Background: an optimization exercise with open tools, aiming at small area. Do not read the settings as production practice.
Only simulation tests tie the RTL to the original design; equivalence was not proved.
Power figures rest on the tool's default switching activity, not on a simulated workload.

==> flow/design.v <==
module ecc_input_loader #(
   parameter  int DATA_W  = 64,
   localparam int N_WORDS = 768 / DATA_W
) (
   input  logic              i_clk,
   input  logic              i_rst_n,
   input  logic              i_in_valid,
   output logic              o_in_ready,
   input  logic [DATA_W-1:0] i_in_data,
   output logic              o_start,
   input  logic              i_core_ack,
   input  logic              i_core_done,
   output logic [255:0]      o_scalar,
   output logic [255:0]      o_px,
   output logic [255:0]      o_py
   ,
   output logic              o_range_err
);
   localparam logic [3:0] S_START = 4'd12;
   localparam logic [3:0] S_BUSY  = 4'd13;
   localparam logic [3:0] S_RST   = 4'd15;
   logic [3:0] s;
   logic       accept;
   assign o_in_ready = ~(s[3] & s[2]);
   assign o_start    = (s == S_START);
   assign accept     = i_in_valid & o_in_ready;
   always_ff @(posedge i_clk or negedge i_rst_n) begin
      if (!i_rst_n) begin
         s <= S_RST;
      end else if ((s == S_BUSY && i_core_done) || s == S_RST || s == 4'd14) begin
         s <= 4'd0;
      end else if (accept || (o_start && i_core_ack)) begin
         s <= s + 4'd1;
      end
   end
   always_ff @(posedge i_clk) begin
      if (accept) {o_scalar, o_px, o_py} <= {o_scalar[255-DATA_W:0], o_px, o_py, i_in_data};
   end
   logic r_all;    
   logic r_err;
   logic d_mid;    
   assign d_mid = &i_in_data[62:5];
   logic w_scalar, w_first, w_last;    
   assign w_scalar = ~(s[3] | s[2]);
   assign w_first  = ~(s[1] | s[0]);
   assign w_last   = s[1] & s[0];
   always_ff @(posedge i_clk) begin
      if (accept) begin
         r_all <= (w_first | r_all) & (w_first | i_in_data[63]) & d_mid & (&i_in_data[4:0]);
         r_err <= ~w_scalar & (r_err | (w_first & i_in_data[63]) |
                               (w_last & r_all & i_in_data[63] & d_mid & (i_in_data[4:0] >= 5'd13)));
      end
   end
   assign o_range_err = r_err;
endmodule
==> flow/flow/run.sh <==
#!/bin/bash
# Standard ORFS layout, with the port buffers made from the smallest buffer
# (buf_1), pins allowed on every routing track of the die edge, and clock tree
# synthesis without dummy loads.
set -euo pipefail
export BUFFER_PORTS_ARGS="-buffer_cell sky130_fd_sc_hd__buf_1"
export PLACE_PINS_ARGS="-min_distance 1 -min_distance_in_tracks"
export CTS_ARGS="-sink_clustering_enable -repair_clock_nets -dont_use_dummy_load -sink_clustering_size 22 -sink_clustering_max_diameter 50 -buf_list sky130_fd_sc_hd__clkbuf_8"
bash standard.sh finish > run_standard.log 2>&1
==> flow/standard.sh <==
#!/bin/bash
# synth_recipe.tcl (not shown) runs the flow's synth.tcl, then flattens the netlist and writes it again
# the make line also repeats each setting of config.mk as NAME=value (left out here)
make -C /OpenROAD-flow-scripts/flow DESIGN_CONFIG=/design/flow/config.mk WORK_HOME=/design/flow/orfs CLKGATE_MAP_FILE= SYNTH_SCRIPT=/design/flow/synth_recipe.tcl "${@:-finish}"
==> flow/config.mk <==
export PLATFORM = sky130hd
export DESIGN_NAME = ecc_input_loader
export DESIGN_NICKNAME = ecc_input_loader
export VERILOG_FILES = /design/flow/design.v
export SDC_FILE = /design/flow/constraint.sdc
export NUM_CORES = 4
export LEC_CHECK = 0
export CAP_MARGIN = 20
export CORE_MARGIN = 2
export CORE_UTILIZATION = 70
export CTS_BUF_LIST = sky130_fd_sc_hd__clkbuf_8
export CTS_CLUSTER_DIAMETER = 100
export CTS_CLUSTER_SIZE = 19
export SLEW_MARGIN = 20
==> flow/constraint.sdc <==
create_clock -name core_clock -period 5.0 [get_ports {i_clk}]
set_input_delay 1.0000 -clock core_clock [delete_from_list [all_inputs] [get_ports {i_clk}]]
set_output_delay 1.0000 -clock core_clock [all_outputs]
set_load 0.01 [all_outputs]
==> results of run 1 <==
==> worst max path at each step <==
| stage | start | to | cells past startpoint |
|---|---|---|---|
| 2_1_floorplan | i_in_valid | o_px[0]$_DFFE_PP_ | 1 |
| 3_3_place_gp | i_in_valid | o_scalar[235]$_DFFE_PP_ | 3 |
| 3_5_place_dp | i_in_valid | o_py[239]$_DFFE_PP_ | 3 |
| 4_1_cts | s[0]$_DFFE_PN1P_ | o_start | 4 |
| 5_1_grt | s[0]$_DFFE_PN1P_ | o_start | 4 |
| 6_report | s[0]$_DFFE_PN1P_ | o_start | 4 |
==> report_power, final <==
part	internal, mW	switching, mW	leakage (nW)
combinational	0.487	1.76	1.21
sequential	8.72	0.567	7.52
clock	0.832	1.65	0.331
==> area by class of cell <==
| class | instances | area (µm²) |
|---|---|---|
| sequential | 774 | 23200 |
| fill | 1574 | 5280 |
| timing repair buffer | 851 | 3290 |
| multi-input combinational | 52 | 359 |
| clock buffer | 46 | 633 |
| tap | 448 | 561 |
| inverter | 4 | 15.0 |
==> registers in the layout, indices dropped and copies added (netlist names) <==
signal and cells:
o_px 256, s 4, o_scalar 256, r_all 1, o_py 256, r_err 1
==> worst max-delay path, stage by stage (launching register included) <==
cell and delay (ps):
dfstp_2 570, inv_1 80, ha_1 270, and3_4 220, buf_1 140
==> layout by cell type (no fill, tap or decap), types with 2 or more instances in the layout <==
cell type,n
buf_4,8
nor4_1,4
ha_1,4
dfstp_2,4
nand4_1,15
a211oi_1,2
a41oi_1,2
nand2_1,3
buf_1,839
buf_12,4
a21oi_1,3
nor2_1,6
edfxtp_1,770
clkbuf_8,46
inv_1,4
==> logic make-up after synthesis <==
group	after synthesis
mux	1
fa+ha+maj	4
xor+xnor	1
compound gates	11
flops	774
buf+inv	4
simple gates	35
==> per-layer routing <==
layer  global-route usage, %  vias to the layer above  wire length [µm]
li1                        -                     5126                 -
met1                    34.6                     5947             17200
met2                    46.6                      946             25900
met3                    17.2                      249              8530
met4                    23.3                        0              4840
met5                       0                        -                 0
==> metrics by stage <==
| step | hold slack (ps) | setup TNS [ps] | setup slack, ps | instance area (µm²) | util (%) |
|---|---|---|---|---|---|
| 5_1_grt | 424 | 0 | 2010 | 28100 | 84.2 |
| 4_1_cts | 414 | 0 | 2070 | 28100 | 84.2 |
| 6_report | 423 | 0 | 2090 | 28100 | 84.2 |
| 2_1_floorplan | 499 | -1343170 | -1740 | 23600 | - |
| 3_5_place_dp | 429 | 0 | 1960 | 27500 | 82.3 |
| 3_3_place_gp | 426 | 0 | 2030 | 27500 | 82.3 |
==> flow_summary.ini, run 1 <==
[clock_network]
htreeDepth = 2
postCtsHoldBufs = 0
numCtsBuffers = 46
cts_tree = yes
cts.sinks = 774
ctsResizeCount = 0
cts_buffer_depth = 3
worstSkewPairLatency_ps = 640
clk_pin_slew_ps = 110
ctsRootBufferMaster = clkbuf_8
post-cts-setup-buffer-count = 0

[status]
status = no timing/DRC/antenna violations

[route]
ant_nets = 0
via_count = 12268
totalWireLength_um = 56500
drc = 0
viasPerCell = 5.64
wire_per_inst_um = 26.0
first_pass_iters = 5
drt-initial-drc-count = 1123

[synthesis]
yosysMostFrequentCell = edfxtp_1
yosys.area_share.simple_pct = 0.843
syn-instance-count = 830
yosys-top-cells-area = edfxtp_1 98%, dfstp_2 0.45%, nand4_1 0.40%
ys.flop_type = edfxtp_1
syn-num-nets = 903
synth_edf_count = 770
async_flop_share_pct = 0.517
synth_cell_types = 23
synth_top_area_share_pct = 98.0
synthMuxAreaShare_pct = 0.0424
synthXorXnorAreaFrac_pct = 0.0371
synth_compound_area_share_pct = 0.376
synthAdderAreaFrac_pct = 0.212
yosysSeqAreaShare_pct = 98.4
synth_top_family_by_area = simple AND/OR/NAND/NOR gates
yosys_warnings = 1
avgSynthCellArea_um2 = 28.4
netlist_area_mm2 = 0.0236
ys_ff_latch = 774
yosys-top-cells-count = 770 x edfxtp_1, 15 x nand4_1, 6 x nor2_1
synth_area_leader_cell = edfxtp_1

[min_path]
worstHoldStart = o_px[142]$_DFFE_PP_
holdPathEnd = o_px[206]$_DFFE_PP_
min_path_type = reg -> reg
holdPathStages = 0

[worst_setup_path]
r2r_end = o_py[239]$_DFFE_PP_
crit_path_end_kind = output pin
crit_type = reg -> out
cp.required_ps = 4000
reg2reg_slack_ps = 2520
worstSetupStartpointType = flip-flop
cp_max_fo = 4
r2r-start = s[2]$_DFFE_PN1P_
rr_worst_depth = 3
arrival_ps = 1910

[global_route]
grt_util_all_layers_pct = 31.5
grt_first_pass_wirelength_um = 77500
grt_max_degree = 145
grt_pass1_vias = 11610
grt-ovfl-total = 0
grt_antenna_before_repair = 0

[timing]
tightest_slew_ps = 825
clock_skew_ps = 57.9
max_slew_margin_pct = 44.5
timing.final.crit_period_ps = 2910
fmax_mhz = 344
hold_viol = 0
setup_viol = 0
period_share_pct = 58.2
drv_slew = 0
rsz0062_at_grt = no

[placed_design]
place_inst = 2129
port_buffers = 839
dp_hpwl_um = 42800
place_congestion = 0.962

[finish]
fin_cells = 2175
final_layout_size_suffix_gt1_share_pct = 3.76
antenna_cells_inserted = 0
fin_nets = 1802
area_delta_synth_final_pct = 19.0

[power]
ir_drop_uv = 395
leakage_nw = 9.06
power_density_mw_per_mm2 = 499
fin_total_pwr_mw = 14.0

[floorplanning]
core_mm2 = 0.0334
fp.dieW_um = 188
die_area_mm2 = 0.0352
ios = 840
chipHeight_um = 188
start_util_pct = 70.7
placementRows = 67

[job]
maxCapViolCount = 0
==> inputs of run 2 (changes only) <==
==> flow/flow/run.sh (replaced) <==
#!/bin/bash
# Standard ORFS layout, with the port buffers made from the smallest buffer
# (buf_1), pins allowed on every routing track of the die edge, and clock tree
# synthesis without dummy loads.
set -euo pipefail
export BUFFER_PORTS_ARGS="-buffer_cell sky130_fd_sc_hd__buf_1"
export PLACE_PINS_ARGS="-min_distance 1 -min_distance_in_tracks"
export CTS_ARGS="-sink_clustering_enable -repair_clock_nets -dont_use_dummy_load -sink_clustering_size 21 -sink_clustering_max_diameter 60 -buf_list sky130_fd_sc_hd__clkbuf_8"
bash standard.sh finish > run_standard.log 2>&1
==> run 2 against run 1 <==
Net effect: sequential power about the same; clock power decreased by 3%; sequential share of layout area grew 0.12 points; clock-buffer cell count down 3.
==> flow_summary.ini, run 2 <==
[power]
p_clk_share_pct = 17.3
p_sw_mw = 3.95
power_density_mw_per_mm2 = 497
switching_share_pct = 28.4
ir_drop_uv = 384
power_frac_seq_pct = 66.6
p_comb_share_pct = 16.1
p_int_mw = 9.99
leakage_nw = 9.04

[floorplanning]
fp.dieW_um = 188
ios = 840
core_mm2 = 0.0334
placementRows = 67
chipHeight_um = 188
die_area_mm2 = 0.0352
start_util_pct = 70.7

[finish]
fin_cells = 2172
area_delta_synth_final_pct = 18.8
n_fill_cell = 1576
fin_nets = 1799
final_common_cell = buf_1
antenna_cells_inserted = 0
fin_util_pct = 84.1
final_layout_size_suffix_gt1_share_pct = 3.60
design_area_mm2 = 0.0280
final_cell_mix = 839 x buf_1, 770 x edfxtp_1, 43 x clkbuf_8

[timing]
setup_viol = 0
timing.final.ws_setup_ps = 2160
fmax_mhz = 353
max_slew_margin_pct = 45.1
drv_slew = 0
timing.final.crit_period_ps = 2840
tightest_slew_ps = 816
hold_viol = 0
clock_skew_ps = 40.5
rsz0062_at_grt = no
period_share_pct = 56.7

[synthesis]
yosys-top-cells-area = edfxtp_1 98%, dfstp_2 0.45%, nand4_1 0.40%
synth_top_area_share_pct = 98.0
yosys-top-cells-count = 770 x edfxtp_1, 15 x nand4_1, 6 x nor2_1
syn-num-nets = 903
synthXorXnorAreaFrac_pct = 0.0371
yosysMostFrequentCell = edfxtp_1
async_flop_share_pct = 0.517
synthAdderAreaFrac_pct = 0.212
synth_cell_types = 23
ys_ff_latch = 774
synthMuxAreaShare_pct = 0.0424
yosys_warnings = 1
synth_top_family_by_area = simple AND/OR/NAND/NOR gates
ys.flop_type = edfxtp_1
avgSynthCellArea_um2 = 28.4
synth_edf_count = 770
netlist_area_mm2 = 0.0236
synth_compound_area_share_pct = 0.376
synth_area_leader_cell = edfxtp_1
yosysSeqAreaShare_pct = 98.4
yosys.area_share.simple_pct = 0.843
syn-instance-count = 830

[placed_design]
port_buffers = 839
place_inst = 2129
place_congestion = 0.962
dp_hpwl_um = 42800
dp_slack_ps = 1960
place_area_mm2 = 0.0275

[clock_network]
ctsRootBufferMaster = clkbuf_8
cts.sinks = 774
htreeDepth = 2
ctsResizeCount = 0
cts_tree = yes
numCtsBuffers = 43
postCtsHoldBufs = 0
clk_pin_slew_ps = 110
cts_buffer_depth = 3
post-cts-setup-buffer-count = 0
worstSkewPairLatency_ps = 600

[route]
wire_per_inst_um = 25.8
drt-initial-drc-count = 1012
first_pass_iters = 5
drc = 0
totalWireLength_um = 56000
via_count = 12285
viasPerCell = 5.66
ant_nets = 0

[worst_setup_path]
setup.worst_path.start = s[0]$_DFFE_PN1P_
crit_path_end_kind = output pin
cp.required_ps = 4000
worstSetupStartpointType = flip-flop
crit_type = reg -> out
cp_max_fo = 4
rr_worst_depth = 3
r2r-start = s[2]$_DFFE_PN1P_
reg2reg_slack_ps = 2590
crit_path_end = o_start
arrival_ps = 1840
r2r_end = o_py[246]$_DFFE_PP_

[global_route]
top_usage_layer = met2
met1_usage_pct = 34.3
grt-ovfl-total = 0
met2_usage_pct = 46.6
grt_pass1_vias = 11578
grt_util_all_layers_pct = 31.3
grt_first_pass_wirelength_um = 77100
grt_max_degree = 145
grt_antenna_before_repair = 0
global_route.usage.met3_pct = 16.3

[status]
status = no timing/DRC/antenna violations

[min_path]
min_path_type = reg -> reg
holdPathStages = 0

[job]
maxCapViolCount = 0
## run 2: cell types whose count changed in the layout (fill, tap and decap cells not counted)
cell,before,now
clkbuf_8,46,43
## run 2: kinds of logic (layout without fill, tap and decap cells)
kind of cell    after synthesis  in the layout
flops                       774            774
simple gates                 35             35
compound gates               11             11
fa+ha+maj                     4              4
buf+inv                       4            898
xor+xnor                      1              1
mux                           1              1
## run 2: final cells by class
type | instances | area [µm²] | share of cell area [%]
clock buffers | 43 | 592 | 2.11
inverters | 4 | 15.0 | 0.0535
multi-input cells | 52 | 359 | 1.28
flip-flops and latches | 774 | 23200 | 82.8
well taps | 448 | 561 | 2.00
repair buffers | 851 | 3290 | 11.7
## run 2: worst min path at each step
stage	startpoint	end	slack, ps
after floorplan	o_py[192]$_DFFE_PP_	o_px[0]$_DFFE_PP_	500
after global placement	o_py[200]$_DFFE_PP_	o_px[8]$_DFFE_PP_	430
after detailed placement	o_py[116]$_DFFE_PP_	o_py[180]$_DFFE_PP_	430
after CTS	o_py[105]$_DFFE_PP_	o_py[169]$_DFFE_PP_	440
after global routing	o_px[23]$_DFFE_PP_	o_px[87]$_DFFE_PP_	440
final	o_py[0]$_DFFE_PP_	o_py[64]$_DFFE_PP_	450
## run 2: power by group through the flow
stage	logic, mW	clock network, mW	registers (mW)
5_1_grt	2.33	2.64	9.41
6_report	2.24	2.41	9.29
3_5_place_dp	2.18	0	9.44
4_1_cts	2.19	2.46	9.29
2_1_floorplan	0.389	0	10.1
3_3_place_gp	2.16	0	9.33
## run 2: worst max-delay path, stage by stage, from the launching register on
cell     delay, ps
dfstp_2        560
inv_1           80
ha_1           270
and3_4         220
buf_1          140
## run 2: per-stage QoR
stage	hold slack, ps	TNS (ps)	total power, mW
floorplan	499	-1343170	10.4
global placement	426	0	11.5
detailed placement	429	0	11.6
CTS	442	0	13.9
global route	440	0	14.4
finish	446	0	13.9
## run 2: routing by layer
metal,vias up,part of all wire [%]
li1,5121,-
met1,5914,30
met2,981,46
met3,269,15
met4,0,9.1
met5,-,0
==> inputs of run 3 (changes only) <==
==> flow/flow/run.sh (replaced) <==
#!/bin/bash
# Standard ORFS layout, with the port buffers made from the smallest buffer
# (buf_1), pins allowed on every routing track of the die edge, clock tree
# synthesis without dummy loads, and (after the unchanged standard synthesis)
# the largest buffers and inverters kept out of the resizer's buffer trees.
set -euo pipefail
bash standard.sh synth > run_synth.log 2>&1
export BUFFER_PORTS_ARGS="-buffer_cell sky130_fd_sc_hd__buf_1"
export PLACE_PINS_ARGS="-min_distance 1 -min_distance_in_tracks"
export CTS_ARGS="-sink_clustering_enable -repair_clock_nets -dont_use_dummy_load -sink_clustering_size 20 -sink_clustering_max_diameter 80 -buf_list sky130_fd_sc_hd__clkbuf_8"
export DONT_USE_CELLS="sky130_fd_sc_hd__buf_8 sky130_fd_sc_hd__buf_12 sky130_fd_sc_hd__buf_16 sky130_fd_sc_hd__bufbuf_8 sky130_fd_sc_hd__bufbuf_16 sky130_fd_sc_hd__bufinv_8 sky130_fd_sc_hd__bufinv_16 sky130_fd_sc_hd__inv_8 sky130_fd_sc_hd__inv_12 sky130_fd_sc_hd__inv_16 sky130_fd_sc_hd__clkinv_8 sky130_fd_sc_hd__clkinv_16 sky130_fd_sc_hd__clkbuf_16"
bash standard.sh finish > run_standard.log 2>&1
==> run 3 against run 2 <==
Net effect: still clean on timing, DRC and antenna; hold slack worse by 14 ps; utilization barely moved; clock skew is 5.0 ps lower; final cell count about the same; global-route usage up 0.15 points; sequential cell count did not move; largest power group unchanged.
==> flow_summary.ini, run 3 <==
[synthesis]
yosysSeqAreaShare_pct = 98.4
synthMuxAreaShare_pct = 0.0424
yosys.area_share.simple_pct = 0.843
avgSynthCellArea_um2 = 28.4
yosys-top-cells-area = edfxtp_1 98%, dfstp_2 0.45%, nand4_1 0.40%
synthXorXnorAreaFrac_pct = 0.0371
synth_edf_count = 770
synth_compound_area_share_pct = 0.376
synthAdderAreaFrac_pct = 0.212
yosys_warnings = 1
syn-num-nets = 903
ys.flop_type = edfxtp_1
synth_top_family_by_area = simple AND/OR/NAND/NOR gates
synth_cell_types = 23
yosysMostFrequentCell = edfxtp_1
synth_top_area_share_pct = 98.0
ys_ff_latch = 774
yosys-top-cells-count = 770 x edfxtp_1, 15 x nand4_1, 6 x nor2_1
async_flop_share_pct = 0.517
netlist_area_mm2 = 0.0236
synth_area_leader_cell = edfxtp_1
syn-instance-count = 830

[placed_design]
port_buffers = 839
dp_hpwl_um = 42800
place_inst = 2129
place_area_mm2 = 0.0275
place_congestion = 0.962

[global_route]
global_route.usage.met3_pct = 16.1
met1_usage_pct = 34.4
grt_max_degree = 145
grt_antenna_before_repair = 0
grt_util_all_layers_pct = 31.4
met2_usage_pct = 47.1
grt_first_pass_wirelength_um = 77600
grt_pass1_vias = 11716
top_usage_layer = met2
grt-ovfl-total = 0

[worst_setup_path]
cpMaxStageDelayCell = dfstp_2
critPathBufInv = 2
crit_family = flip-flops
arrival_ps = 1880
worstSetupStartpointType = flip-flop
crit_path_end_kind = output pin
cp.required_ps = 4000
slowest_delay_ps = 580
cp_cell_sequence = inv_1 -> ha_1 -> and3_4 -> buf_1
crit_type = reg -> out
cp_max_fo = 4

[timing]
clock_skew_ps = 35.6
drv_slew = 0
tns_ps = 0
max_slew_margin_pct = 46.0
period_share_pct = 57.5
fmax_mhz = 348
setup_viol = 0
rsz0062_at_grt = no
timing.final.crit_period_ps = 2880
tightest_slew_ps = 803
hold_viol = 0
hold-worst-slack_ps = 432

[finish]
final_layout_size_suffix_gt1_share_pct = 3.65
area_delta_synth_final_pct = 18.9
final_cell_mix = 839 x buf_1, 770 x edfxtp_1, 44 x clkbuf_8
design_area_mm2 = 0.0281
multi_input_area_um2 = 359
antenna_cells_inserted = 0
layout.area.seq_mm2 = 0.0232
fin_cells = 2173
fin_nets = 1800
n_fill_cell = 1546
final_common_cell = buf_1

[job]
maxCapViolCount = 0

[route]
first_pass_iters = 5
drt-initial-drc-count = 1032
ant_nets = 0
via_count = 12294
wire_per_inst_um = 26.0
totalWireLength_um = 56500
viasPerCell = 5.66
drc = 0

[power]
fin_total_pwr_mw = 14.0
leakage_nw = 9.04
power_density_mw_per_mm2 = 498
ir_drop_uv = 365

[clock_network]
numCtsBuffers = 44
ctsResizeCount = 0
post-cts-setup-buffer-count = 0
cts_buffer_depth = 3
cts_tree = yes
postCtsHoldBufs = 0
ctsRootBufferMaster = clkbuf_8
htreeDepth = 2
worstSkewPairLatency_ps = 600
cts.sinks = 774
clk_pin_slew_ps = 120

[floorplanning]
placementRows = 67
core_mm2 = 0.0334
ios = 840
die_area_mm2 = 0.0352
chipHeight_um = 188
fp.dieW_um = 188
start_util_pct = 70.7

[status]
status = no timing/DRC/antenna violations

[min_path]
min_path_type = reg -> reg
-- run 3: kinds of logic after synthesis --
kind of cell | count (synthesis)
flip-flops | 774
buffers and inverters | 4
AND/OR/NAND/NOR | 35
XOR/XNOR | 1
multiplexers | 1
AO/OA/AOI/OAI | 11
adder cells (fa/ha/maj) | 4
-- run 3: final cells by class --
class | count | share of cell area, %
clock buffer | 44 | 2.16
inverter | 4 | 0.0535
multi-input combinational | 52 | 1.28
sequential | 774 | 82.8
tap | 448 | 2.00
timing repair buffer | 851 | 11.7
-- run 3: through the flow --
step	utilization, %	worst slack [ps]
6_report	84.1	2120
5_1_grt	84.1	2050
4_1_cts	84.1	2110
3_5_place_dp	82.3	1960
3_3_place_gp	82.3	2030
2_1_floorplan	-	-1740
-- run 3: where the power goes --
| group | internal, mW | leakage (nW) | switching (mW) |
|---|---|---|---|
| combinational | 0.487 | 1.21 | 1.76 |
| clock | 0.798 | 0.316 | 1.64 |
| sequential | 8.72 | 7.52 | 0.574 |
-- run 3: worst register-to-register path: stages, from the launching register on --
cell	delay, ps
dfstp_2	420
nand2_1	190
and2_4	700
buf_12	640
-- run 3: worst paths after layout --
path / from / endpoint / slack, ps / cells past startpoint
max in group asynchronous: i_rst_n / s[1]$_DFFE_PN1P_ / 4480 / 1
hold reg to reg: o_py[62]$_DFFE_PP_ / o_py[126]$_DFFE_PP_ / 430 / 0
setup reg to reg: s[2]$_DFFE_PN1P_ / o_py[239]$_DFFE_PP_ / 2520 / 3
hold / removal: o_py[62]$_DFFE_PP_ / o_py[126]$_DFFE_PP_ / 430 / 0
min in group asynchronous: i_rst_n / s[3]$_DFFE_PN1P_ / 500 / 1
setup / recovery: s[0]$_DFFE_PN1P_ / o_start / 2120 / 4
-- run 3: per-layer routing --
metal  share of wire [%]  vias to the layer above  routed length, µm
met1                  31                     5978              17300
met5                   0                        -                  0
met3                  15                      267               8290
met2                  46                      920              25800
li1                    -                     5129                  -
met4                 9.0                        0               5080

==> re-timing with driven ports <==
The flow's constraints put no driver on any port. The routed layouts listed below were extracted and timed again, unchanged, in two steps.
Step 1 (the two cells are an assumption about what drives the block):
set clk [get_ports {i_clk}]
set_driving_cell -lib_cell sky130_fd_sc_hd__clkbuf_16 $clk
set_driving_cell -lib_cell sky130_fd_sc_hd__buf_2 [delete_from_list [all_inputs] $clk]
Step 2 adds t to the input delays and takes it off the output delays; t is the mean of the earliest and latest rising clock arrival at the registers after step 1. Input paths then give back, and output paths get back, about the clock's delay inside the block.
Three values: ideal, step 1, step 2; two values: the first two.
run	shift t [ns]	slack for setup (ns)	latest minus earliest clock arrival (ns)	slew at the worst register clock pin (ns)	worst slew at a driven data input, ns
run 1	0.656	2.090 / 2.042 / 1.904	0.068 / 0.068	0.12 / 0.12	0.06
run 2	0.625	2.164 / 2.114 / 1.932	0.041 / 0.040	0.12 / 0.12	0.07
run 3	0.633	2.125 / 2.078 / 1.896	0.042 / 0.042	0.12 / 0.12	0.06
After both steps setup and hold are still met in every run listed. For run 2, which loses most, drivers alone change the setup slack by -0.050 ns; drivers and shift together by -0.232 ns.
